Context: an optimization exercise on an open-source flow, tuned for a short achievable clock period and few clock cycles. The choices shown serve that exercise and are no tape-out recipe.
Only simulation tests tie the RTL to the original design; equivalence was not proved.
Power is estimated from default activity; no workload was simulated.

<file path="flow/run.sh">
#!/bin/bash
# synth_recipe.tcl (not shown) runs the flow's synth.tcl, then flattens the netlist and writes it again
# the make line also repeats each setting of config.mk as NAME=value (left out here)
make -C /OpenROAD-flow-scripts/flow DESIGN_CONFIG=/design/flow/config.mk WORK_HOME=/design/flow/orfs CLKGATE_MAP_FILE= SYNTH_SCRIPT=/design/flow/synth_recipe.tcl finish
</file>
<file path="flow/config.mk">
export PLATFORM = sky130hd
export DESIGN_NAME = icache_sa_param
export DESIGN_NICKNAME = icache_sa_param
export VERILOG_FILES = /design/flow/design.v
export SDC_FILE = /design/flow/constraint.sdc
export NUM_CORES = 4
export LEC_CHECK = 0
export CAP_MARGIN = 20
export CORE_MARGIN = 2
export CORE_UTILIZATION = 40
export SETUP_SLACK_MARGIN = 0.3
export SLEW_MARGIN = 20
</file>
<file path="flow/constraint.sdc">
create_clock -name core_clock -period 8.0 [get_ports {clk}]
set_input_delay 1.6000 -clock core_clock [delete_from_list [all_inputs] [get_ports {clk}]]
set_output_delay 1.6000 -clock core_clock [all_outputs]
set_load 0.01 [all_outputs]
</file>
<file path="flow/design.v">
module icache_way #(
   parameter int SETS       = 16,
   parameter int LINE_WORDS = 4,
   parameter int IDX_W      = 4,
   parameter int OFF_W      = 2,
   parameter int TAG_W      = 26
) (
   input  logic             clk,
   input  logic             RESET,
   input  logic [IDX_W-1:0] rd_idx,
   input  logic [OFF_W-1:0] rd_off,
   input  logic [TAG_W-1:0] rd_tag,
   output logic             match,
   output logic             set_valid,
   output logic [31:0]      rd_data,
   input  logic             wr_en,
   input  logic [IDX_W-1:0] wr_idx,
   input  logic [OFF_W-1:0] wr_off,
   input  logic [31:0]      wr_data,
   input  logic             commit,
   input  logic [TAG_W-1:0] wr_tag,
   input  logic             inv_all
);
   logic [31:0]      data_mem [SETS*LINE_WORDS];
   logic [TAG_W-1:0] tag_mem  [SETS];
   logic [SETS-1:0]  valid_q;
   always_ff @(posedge clk) begin
      if (RESET || inv_all) begin
         valid_q <= '0;
      end else if (commit) begin
         valid_q[wr_idx] <= 1'b1;
      end
   end
   always_ff @(posedge clk) begin
      if (wr_en) begin
         data_mem[{wr_idx, wr_off}] <= wr_data;
      end
      if (commit) begin
         tag_mem[wr_idx] <= wr_tag;
      end
   end
   assign set_valid = valid_q[rd_idx];
   assign match     = set_valid && (tag_mem[rd_idx] == rd_tag);
   assign rd_data   = data_mem[{rd_idx, rd_off}];
endmodule
module icache_sa_param #(
   parameter int WAYS       = 2,
   parameter int SETS       = 16,
   parameter int LINE_WORDS = 4,
   parameter int ADDR_W     = 32
) (
   input  logic              clk,
   input  logic              RESET,
   input  logic [ADDR_W-1:0] pc_addr,
   input  logic              pc_valid,
   input  logic              inv,
   output logic [31:0]       instr,
   output logic              hit,
   output logic              stall,
   output logic              mem_req,
   output logic [ADDR_W-1:0] mem_addr,
   input  logic [31:0]       mem_rdata,
   input  logic              mem_rvalid
);
   localparam int OFF_W = $clog2(LINE_WORDS);
   localparam int IDX_W = $clog2(SETS);
   localparam int TAG_W = ADDR_W - IDX_W - OFF_W - 2;
   localparam logic [1:0] IDLE   = 2'd0;
   localparam logic [1:0] FILL   = 2'd1;
   localparam logic [1:0] COMMIT = 2'd2;
   localparam int PTR_W = (WAYS > 1) ? $clog2(WAYS) : 1;
   logic [OFF_W-1:0]  pc_off;
   logic [IDX_W-1:0]  pc_idx;
   logic [TAG_W-1:0]  pc_tag;
   logic              unused_pc_lsb;
   logic [WAYS-1:0]   way_match;
   logic [WAYS-1:0]   way_vld;
   logic [31:0]       way_data [WAYS];
   logic [31:0]       hit_data;
   logic [1:0]        state;
   logic [OFF_W-1:0]  cnt;
   logic [IDX_W-1:0]  f_idx;
   logic [TAG_W-1:0]  f_tag;
   logic [PTR_W-1:0]  victim_q;
   logic [PTR_W-1:0]  victim;
   logic [PTR_W-1:0]  ptr_sel;
   logic              mem_req_q;
   logic [ADDR_W-1:0] mem_addr_q;
   logic              fill_wr;
   logic              commit_wr;
   assign pc_off        = pc_addr[OFF_W+1:2];
   assign pc_idx        = pc_addr[OFF_W+2 +: IDX_W];
   assign pc_tag        = pc_addr[ADDR_W-1 -: TAG_W];
   assign unused_pc_lsb = ^pc_addr[1:0];
   assign fill_wr   = (state == FILL) && mem_rvalid && !inv;
   assign commit_wr = (state == COMMIT) && !inv;
   for (genvar g = 0; g < WAYS; g++) begin : g_way
      icache_way #(
         .SETS       (SETS),
         .LINE_WORDS (LINE_WORDS),
         .IDX_W      (IDX_W),
         .OFF_W      (OFF_W),
         .TAG_W      (TAG_W)
      ) u_way (
         .clk       (clk),
         .RESET     (RESET),
         .rd_idx    (pc_idx),
         .rd_off    (pc_off),
         .rd_tag    (pc_tag),
         .match     (way_match[g]),
         .set_valid (way_vld[g]),
         .rd_data   (way_data[g]),
         .wr_en     (fill_wr && (victim_q == PTR_W'(g))),
         .wr_idx    (f_idx),
         .wr_off    (cnt),
         .wr_data   (mem_rdata),
         .commit    (commit_wr && (victim_q == PTR_W'(g))),
         .wr_tag    (f_tag),
         .inv_all   (inv)
      );
   end
   if (WAYS > 1) begin : g_rr
      logic [PTR_W-1:0] rr_ptr [SETS];
      always_ff @(posedge clk) begin
         if (RESET) begin
            for (int s = 0; s < SETS; s++) begin
               rr_ptr[s] <= '0;
            end
         end else if (commit_wr) begin
            rr_ptr[f_idx] <= rr_ptr[f_idx] + 1'b1;
         end
      end
      assign ptr_sel = rr_ptr[pc_idx];
   end else begin : g_no_rr
      assign ptr_sel = '0;
   end
   always_comb begin
      hit_data = way_data[0];
      victim   = ptr_sel;
      for (int w = WAYS - 1; w >= 0; w--) begin
         if (way_match[w]) begin
            hit_data = way_data[w];
         end
         if (!way_vld[w]) begin
            victim = PTR_W'(w);
         end
      end
   end
   assign hit      = pc_valid && (state == IDLE) && (|way_match);
   assign instr    = hit_data;
   assign stall    = (pc_valid && !hit) || (state != IDLE);
   assign mem_req  = mem_req_q;
   assign mem_addr = mem_addr_q;
   always_ff @(posedge clk) begin
      if (RESET) begin
         state      <= IDLE;
         cnt        <= '0;
         f_idx      <= '0;
         f_tag      <= '0;
         victim_q   <= '0;
         mem_req_q  <= 1'b0;
         mem_addr_q <= '0;
      end else begin
         case (state)
            IDLE: begin
               if (pc_valid && !hit) begin
                  f_idx      <= pc_idx;
                  f_tag      <= pc_tag;
                  victim_q   <= victim;
                  cnt        <= '0;
                  mem_req_q  <= 1'b1;
                  mem_addr_q <= {pc_tag, pc_idx, {(OFF_W + 2){1'b0}}};
                  state      <= FILL;
               end
            end
            FILL: begin
               if (inv) begin
                  mem_req_q <= 1'b0;
                  state     <= IDLE;
               end else if (mem_rvalid) begin
                  cnt <= cnt + 1'b1;
                  if (cnt == OFF_W'(LINE_WORDS - 1)) begin
                     mem_req_q <= 1'b0;
                     state     <= COMMIT;
                  end else begin
                     mem_addr_q <= mem_addr_q + ADDR_W'(4);
                  end
               end
            end
            COMMIT: begin
               state <= IDLE;
            end
            default: begin
               mem_req_q <= 1'b0;
               state     <= IDLE;
            end
         endcase
      end
   end
endmodule
</file>
==> run notes <==
* Crit path top cell by count: buf_12
* Max stage delay on crit path at about 600 ps
* Setup TNS at 0 ps
* Clock buffer count from CTS at a little under 500
* Routed WL at just over 500000 um
* Die area at approximately 500000 um2
* Main combinational cell family by area after synthesis: multiplexers
* Slack of the critical path at around 370 ps
* Synth Flop Type: edfxtp_1
* Fin area at between 200000 and 250000 um2
* Max_cap viols at 0
* Leading area contributor after synthesis: edfxtp_1
* Syn. warnings at 3
* RR Startpoint: state[1]
* Delay-heaviest family, CP: buffers and inverters
* DR pass1 iterations at 5
* Skew-Pair Late Insertion Delay at approximately 1100 ps
* Slowest cell on crit path: and2_1
* Worst-path clk slew at around 60 ps
* Worst r2r path cells at 7
* Core Region at 478000 um2
* HP Start: g_way[1].u_way.valid_q[10]
* Initial Util at 0.401
* Crit-path max FO at 29
* Post-Place Cell Area at 205000 um2
* Setup slack, reg-to-reg at between 3000 and 4000 ps
* Area Overhead vs Synth at 15.2%
* Avg WL per Cell at ~32 um
* DRC Markers at 0
* Post-route minimum period at ~7600 ps
* GRT overflow at 0
* Clk_skew at approximately 85 ps
* IO buf count at 131
* Worst EP arrival at 6030 ps
* H-tree level count at 5
* Synthesized-area fraction occupied by adder cells at 0.000456
* Crit Reg-Reg Endpoint: g_way[0].u_way.data_mem[3][10]
* Worst Hold End: g_way[1].u_way.valid_q[10]
* GPL Wtd Cong at between 0.8 and 0.9
* Post-CTS Setup Bufs at 0
* Critical Path RT at around 6400 ps
* Worst relative slew slack at 0.238
* Synth Area in XOR/XNOR at 0.00233
* CTS Sinks at about 5000
* Hold slack at 467 ps
* Initial antenna violation count at 33
* Final period util at 0.954
* Iter 0 DRT Violations at approximately 12000
* Mux cell area share after synthesis at 0.191
* Slew Viols, Final at 0
* VDD IR max at between 200 and 250 uV
* Pwr/cell area at ~250 nW/um2
* Lkg Pwr at approximately 69 nW
* Nets at approximately 8900
* Hold Vio Cnt, Final at 0
* Top-area cell type share of the netlist area at 0.763
* Mapped Area at ~190000 um2
* Final Setup Violations at 0
* Chip width at approximately 700 um
* Mapped Cells at about 8000
* Synth top area cells: edfxtp_1 76%, mux4_2 17%, mux2i_1 1.8%
* Worst Setup End Kind: output pin
* Synth Area in Compound Gates at 0.0100
* Number of synthesized flops with an enable pin at roughly 5000
* Vias at between 90000 and 100k
* Yosys reg bits at roughly 5000
* Post-Syn Area per Cell at between 20 and 25 um2
* Final HPWL DP at around 290000 um
* Largest net degree at the start of global routing at roughly 110
* Peak Freq at ~130 MHz
* Io pins at between 100 and 150
* Status: timing/DRC/antenna clean
* CTS tree: done
* Post-DR vias/cell at just under 6
* Register area share after synthesis at 0.774
* GRT Util Overall at 0.205
* Hold Crit Depth at 2
* Simple-gate share of the synthesized area at 0.0120
* Root Driver: clkbuf_16
* Buf+Inv Stages, Crit Path at 7
* Post-place setup slack at roughly 47 ps
* CP Class: primary input to output pin
* RSZ-0062 raised after global routing: no
* Worst-Margin Slew at 1140 ps
* Vias in the first global route at 91500
* First-pass GRT wire length at between 700000 and 800000 um
* Clk buf depth at 4
* Cell variety after synth at 77
* Antenna-violating nets left at 0
* Worst-path cell chain: buf_16 > and2_1 > a22oi_1 > a21o_1 > a32oi_1 > nand4_1 > or4_1 > nor4_4 > buf_4 > nor2_8 > buf_12 > buf_12 > buf_12 > mux2i_1 > buf_4 > mux2_2 > clkdlybuf4s50_1
* Standard-cell rows at about 250
* Share of cells above drive strength 1 at 0.325
* Asr flop ratio synth at 0
* Crit start category: primary input
* Die Y at 697 um
* Hold crit path type: flip-flop to flip-flop
what timing repair did:
item                       4_1_cts  5_1_grt
gates resized for setup         14       14
cloned                           1        2
hold buffers                     0        0
setup endpoints to repair       28       21
power breakdown:
group | leakage [nW] | switching, W | total [W] | internal, W
combinational | 16.2 | 0.00175 | 0.00293 | 0.00118
sequential | 44.9 | 0.000104 | 0.0288 | 0.0287
clock | 7.72 | 0.00981 | 0.0228 | 0.0130
sequential cells by signal, indices dropped and copies added, names as in the netlist, named ones only:
| signal | count |
|---|---|
| mem_addr_q | 30 |
| mem_req_q | 1 |
| g_way.u_way.tag_mem | 768 |
| g_rr.rr_ptr | 16 |
| state | 2 |
| cnt | 2 |
| g_way.u_way.data_mem | 4096 |
| f_idx | 4 |
| victim_q | 1 |
| f_tag | 24 |
| g_way.u_way.valid_q | 32 |
worst max-delay path by stage:
| stage | start | to | slack, ps | cells past startpoint |
|---|---|---|---|---|
| after global placement | pc_addr[4] | instr[30] | 20 | 20 |
| after floorplan | pc_addr[7] | instr[10] | 1720 | 15 |
| final | pc_addr[5] | instr[11] | 370 | 17 |
| after detailed placement | pc_addr[4] | instr[21] | 50 | 17 |
| after CTS | pc_addr[4] | instr[29] | 320 | 20 |
| after global routing | pc_addr[5] | instr[11] | 320 | 17 |
cell type report:
class	count	area (um2)
clock inverters	313	3200
fillers	38800	257000
well taps	6400	8010
multi-input cells	2658	42700
repair buffers	646	5970
diodes	15	37.5
inverters	16	80.1
flip-flops and latches	4980	149000
clock buffers	585	12600
cell families (layout without fill, tap and decap cells):
| family | after synthesis | count (layout) |
|---|---|---|
| flip-flops | 4980 | 4980 |
| multiplexers | 1834 | 1834 |
| AND/OR/NAND/NOR | 514 | 514 |
| buffers and inverters | 462 | 1560 |
| AO/OA/AOI/OAI | 250 | 250 |
| XOR/XNOR | 51 | 51 |
| adder cells (fa/ha/maj) | 7 | 7 |
| other | 1 | 17 |
synth_stat cells (all sizes together) (10+ instances only):
cell	n
mux2	37
xor2	25
a21oi	40
nor2b	15
and2	12
nand3	28
o211a	10
o31ai	19
a31oi	14
and3	13
xnor2	26
mux2i	342
o311a	10
a221o	20
o21ai	27
nor2	276
nand2b	13
nand2	104
buf	128
edfxtp	4880
clkbuf	318
a22oi	37
nand4	11
dfxtp	100
inv	16
mux4	1455
a221oi	21
a22o	14
nor3	10
through the flow:
stage,std cells,util,power [W]
after global placement,14700,0.429,0.0322
after CTS,15600,0.462,0.0549
after detailed placement,14700,0.429,0.0322
after floorplan,8100,-,0.0308
after global routing,15600,0.462,0.0560
final,15600,0.462,0.0545
layer usage:
metal  routed length, um  global-route usage  vias to the layer above  part of all wire
met5                   0                   0                        -                 0
met4               12400              0.0489                        0             0.025
met3               45400              0.0324                      623             0.090
met2              237000               0.321                     4309              0.47
met1              209000               0.303                    49900              0.42
li1                    -                   -                    36200                 -
layout by cell type (no fill, tap or decap), drive strengths merged, types with 11 or more instances in the layout:
master and instances:
a221o 20, nor2b 15, nor2 276, clkbuf 588, dfxtp 100, diode 15, a31oi 14, a22oi 37
o21ai 27, a221oi 21, buf 558, mux2i 342, and3 13, and2 12, edfxtp 4880, nand4 11
nand2b 13, o31ai 19, xor2 25, clkdlybuf4s50 84, inv 27, xnor2 26, clkinv 227, mux4 1455
nand3 28, mux2 37, a21oi 40, clkinvlp 18, a22o 14, bufinv 57, nand2 104
tightest hold or removal path, stage by stage, from the launching register on:
cell and delay [ps]:
dfxtp_1 320, a21oi_1 40, nor2_1 70
Testbench counts, summed over its fixed seeds: cycles 37,894.

[port drivers added, routing unchanged]
How much do the figures lean on ideal ports? The routed layout below was timed once more, with nothing changed but the port constraints. Step 1 sets driving cells, clkbuf_16 on the clock port and buf_2 on the other inputs (assumed; they add their load-dependent delay and slew). Step 2 times the ports against the registers' clock, not the clock port: input delays grow and output delays shrink by t, the midpoint of the rising clock arrivals with the driver on. a / b / c = ideal / step 1 / step 2; a / b = the first two.
shift t [ns]: 1.127
setup slack, ns: 0.366 / 0.156 / 0.156
hold WS [ns]: 0.467 / 0.467 / 0.467
slew at the worst register clock pin (ns): 0.07 / 0.07
After both steps this run still meets setup and hold. The setup slack of this run moves by -0.210 ns with the drivers and by -0.210 ns with both steps.
